What follows belongs to an exercise in optimizing a design on an open flow for small area and a short achievable clock period; a production flow would make more cautious choices. Function was checked by simulation only, so behaviour that the tests miss may differ from the original. No activity file was given, so power comes from the tool's default toggle rates.

==> module memory_mc_nand, before the edit <==
module memory_mc_nand #(
  parameter int unsigned N = 2
) (
  input  logic [N-1:0] a,
  output logic         y
);
  assign y = ~&a;
endmodule
==> module memory_mc_nor2, before the edit <==
module memory_mc_nor2 (
  input  logic a,
  input  logic b,
  output logic y
);
  assign y = ~(a | b);
endmodule
==> module memory_mc_inv, before the edit <==
module memory_mc_inv (
  input  logic a,
  output logic y
);
  assign y = ~a;
endmodule
==> module memory_mc_arb, before the edit <==
module memory_mc_arb #(
  parameter int unsigned NUM_CH = 4,
  parameter bit          GATE   = 1'b0
) (
  input  logic [NUM_CH*NUM_CH-1:0] prio,
  input  logic [NUM_CH-1:0]        valid,
  input  logic                     en,
  output logic [NUM_CH-1:0]        gnt
);
  for (genvar i = 0; i < NUM_CH; i++) begin : g_ch
    logic [NUM_CH-2:0] term_n;
    logic              blk, off;
    for (genvar k = 0; k < NUM_CH - 1; k++) begin : g_term
      localparam int J = (i + 1 + k) % NUM_CH;
      memory_mc_nand #(.N(2)) u_t (.a({valid[J], prio[J*NUM_CH + i]}), .y(term_n[k]));
    end
    memory_mc_nand #(.N(NUM_CH - 1)) u_blk (.a(term_n), .y(blk));
    if (GATE) begin : g_gate
      memory_mc_nand #(.N(2)) u_off (.a({valid[i], en}), .y(off));
    end else begin : g_nogate
      memory_mc_inv u_off (.a(valid[i]), .y(off));
    end
    memory_mc_nor2 u_gnt (.a(blk), .b(off), .y(gnt[i]));
  end
endmodule
clock: 5.5 ns
lec_check: 0
cap_margin: 20
core_margin: 2
core_utilization: 55
cts_cluster_diameter: 60
cts_cluster_size: 30
setup_slack_margin: 3.0
slew_margin: 20
synth_hierarchical: 1
synth_minimum_keep_size: 0
tns_end_percent: 0
standard.sh (not shown) runs the stock make flow with config.mk's settings and CLKGATE_MAP_FILE= SYNTH_SCRIPT=/design/flow/synth_recipe.tcl, a recipe that flattens the netlist after the stock synthesis.
==> flow/flow/run.sh <==
#!/bin/bash
# Standard ORFS layout, but ports are buffered with a plain buf_1 instead of
# the delay-cell buffer buffer_ports picks by default.
set -euo pipefail
export BUFFER_PORTS_ARGS="-buffer_cell sky130_fd_sc_hd__buf_1"
bash standard.sh finish > orfs_make.log 2>&1
Edit:
--- a/flow/design.v
+++ b/flow/design.v
@@ -1,25 +1,4 @@
-module memory_mc_nand #(
-  parameter int unsigned N = 2
-) (
-  input  logic [N-1:0] a,
-  output logic         y
-);
-  assign y = ~&a;
-endmodule
-module memory_mc_nor2 (
-  input  logic a,
-  input  logic b,
-  output logic y
-);
-  assign y = ~(a | b);
-endmodule
-module memory_mc_inv (
-  input  logic a,
-  output logic y
-);
-  assign y = ~a;
-endmodule
 module memory_mc_arb #(
   parameter int unsigned NUM_CH = 4,
   parameter bit          GATE   = 1'b0
 ) (
@@ -27,22 +6,15 @@
   input  logic [NUM_CH-1:0]        valid,
   input  logic                     en,
   output logic [NUM_CH-1:0]        gnt
 );
-  for (genvar i = 0; i < NUM_CH; i++) begin : g_ch
-    logic [NUM_CH-2:0] term_n;
-    logic              blk, off;
-    for (genvar k = 0; k < NUM_CH - 1; k++) begin : g_term
-      localparam int J = (i + 1 + k) % NUM_CH;
-      memory_mc_nand #(.N(2)) u_t (.a({valid[J], prio[J*NUM_CH + i]}), .y(term_n[k]));
-    end
-    memory_mc_nand #(.N(NUM_CH - 1)) u_blk (.a(term_n), .y(blk));
-    if (GATE) begin : g_gate
-      memory_mc_nand #(.N(2)) u_off (.a({valid[i], en}), .y(off));
-    end else begin : g_nogate
-      memory_mc_inv u_off (.a(valid[i]), .y(off));
-    end
-    memory_mc_nor2 u_gnt (.a(blk), .b(off), .y(gnt[i]));
+  always_comb begin
+    for (int i = 0; i < NUM_CH; i++) begin
+      logic blk;
+      blk = 1'b0;
+      for (int j = 0; j < NUM_CH; j++) blk = blk | (valid[j] & prio[j*NUM_CH + i]);
+      gnt[i] = valid[i] & ~blk & (GATE ? en : 1'b1);
+    end
   end
 endmodule
 module memory_mc_chdec #(
   parameter int unsigned ADDR_WIDTH = 7,
=>
- The changed run produced a clean layout
- non-clock buffer count went down by 64
- die area barely changes
- critical path depth is higher by 1
- synthesized cell count decreases by 0.77%
- wire length fell by 0.92%
- clock power came out higher by about 4%
- combinational power is lower by 42%
- sequential cell count does not change
- cell count came out lower by 1.3%
- fmax came out lower by 4.5%
- final area is lower by 0.97%
- sequential power fell by about 4%
- total power shrinks by 6.8%

separate check: timing with driven ports:
The flow's constraints put no driver on any port. The routed layouts listed below were extracted and timed again, unchanged, in two steps.
Step 1, drivers: a clkbuf_16 drives clk and a buf_2 each remaining input, both assumed.
Step 2, shift: input delay + t, output delay - t, t = (earliest + latest rising clock arrival at the registers) / 2. This alone moves slack from input paths to output paths.
Three values: ideal, step 1, step 2; two values: the first two.
run	t (ns)	setup WS [ns]	latest minus earliest clock arrival (ns)
the first run	0.901	2.328 / 2.328 / 1.509	0.047 / 0.047
the second run	0.873	2.179 / 2.179 / 1.366	0.034 / 0.034
After both steps setup and hold are still met in every run listed. For the first run, which loses most, drivers alone change the setup slack by 0.000 ns; drivers and shift together by -0.819 ns.
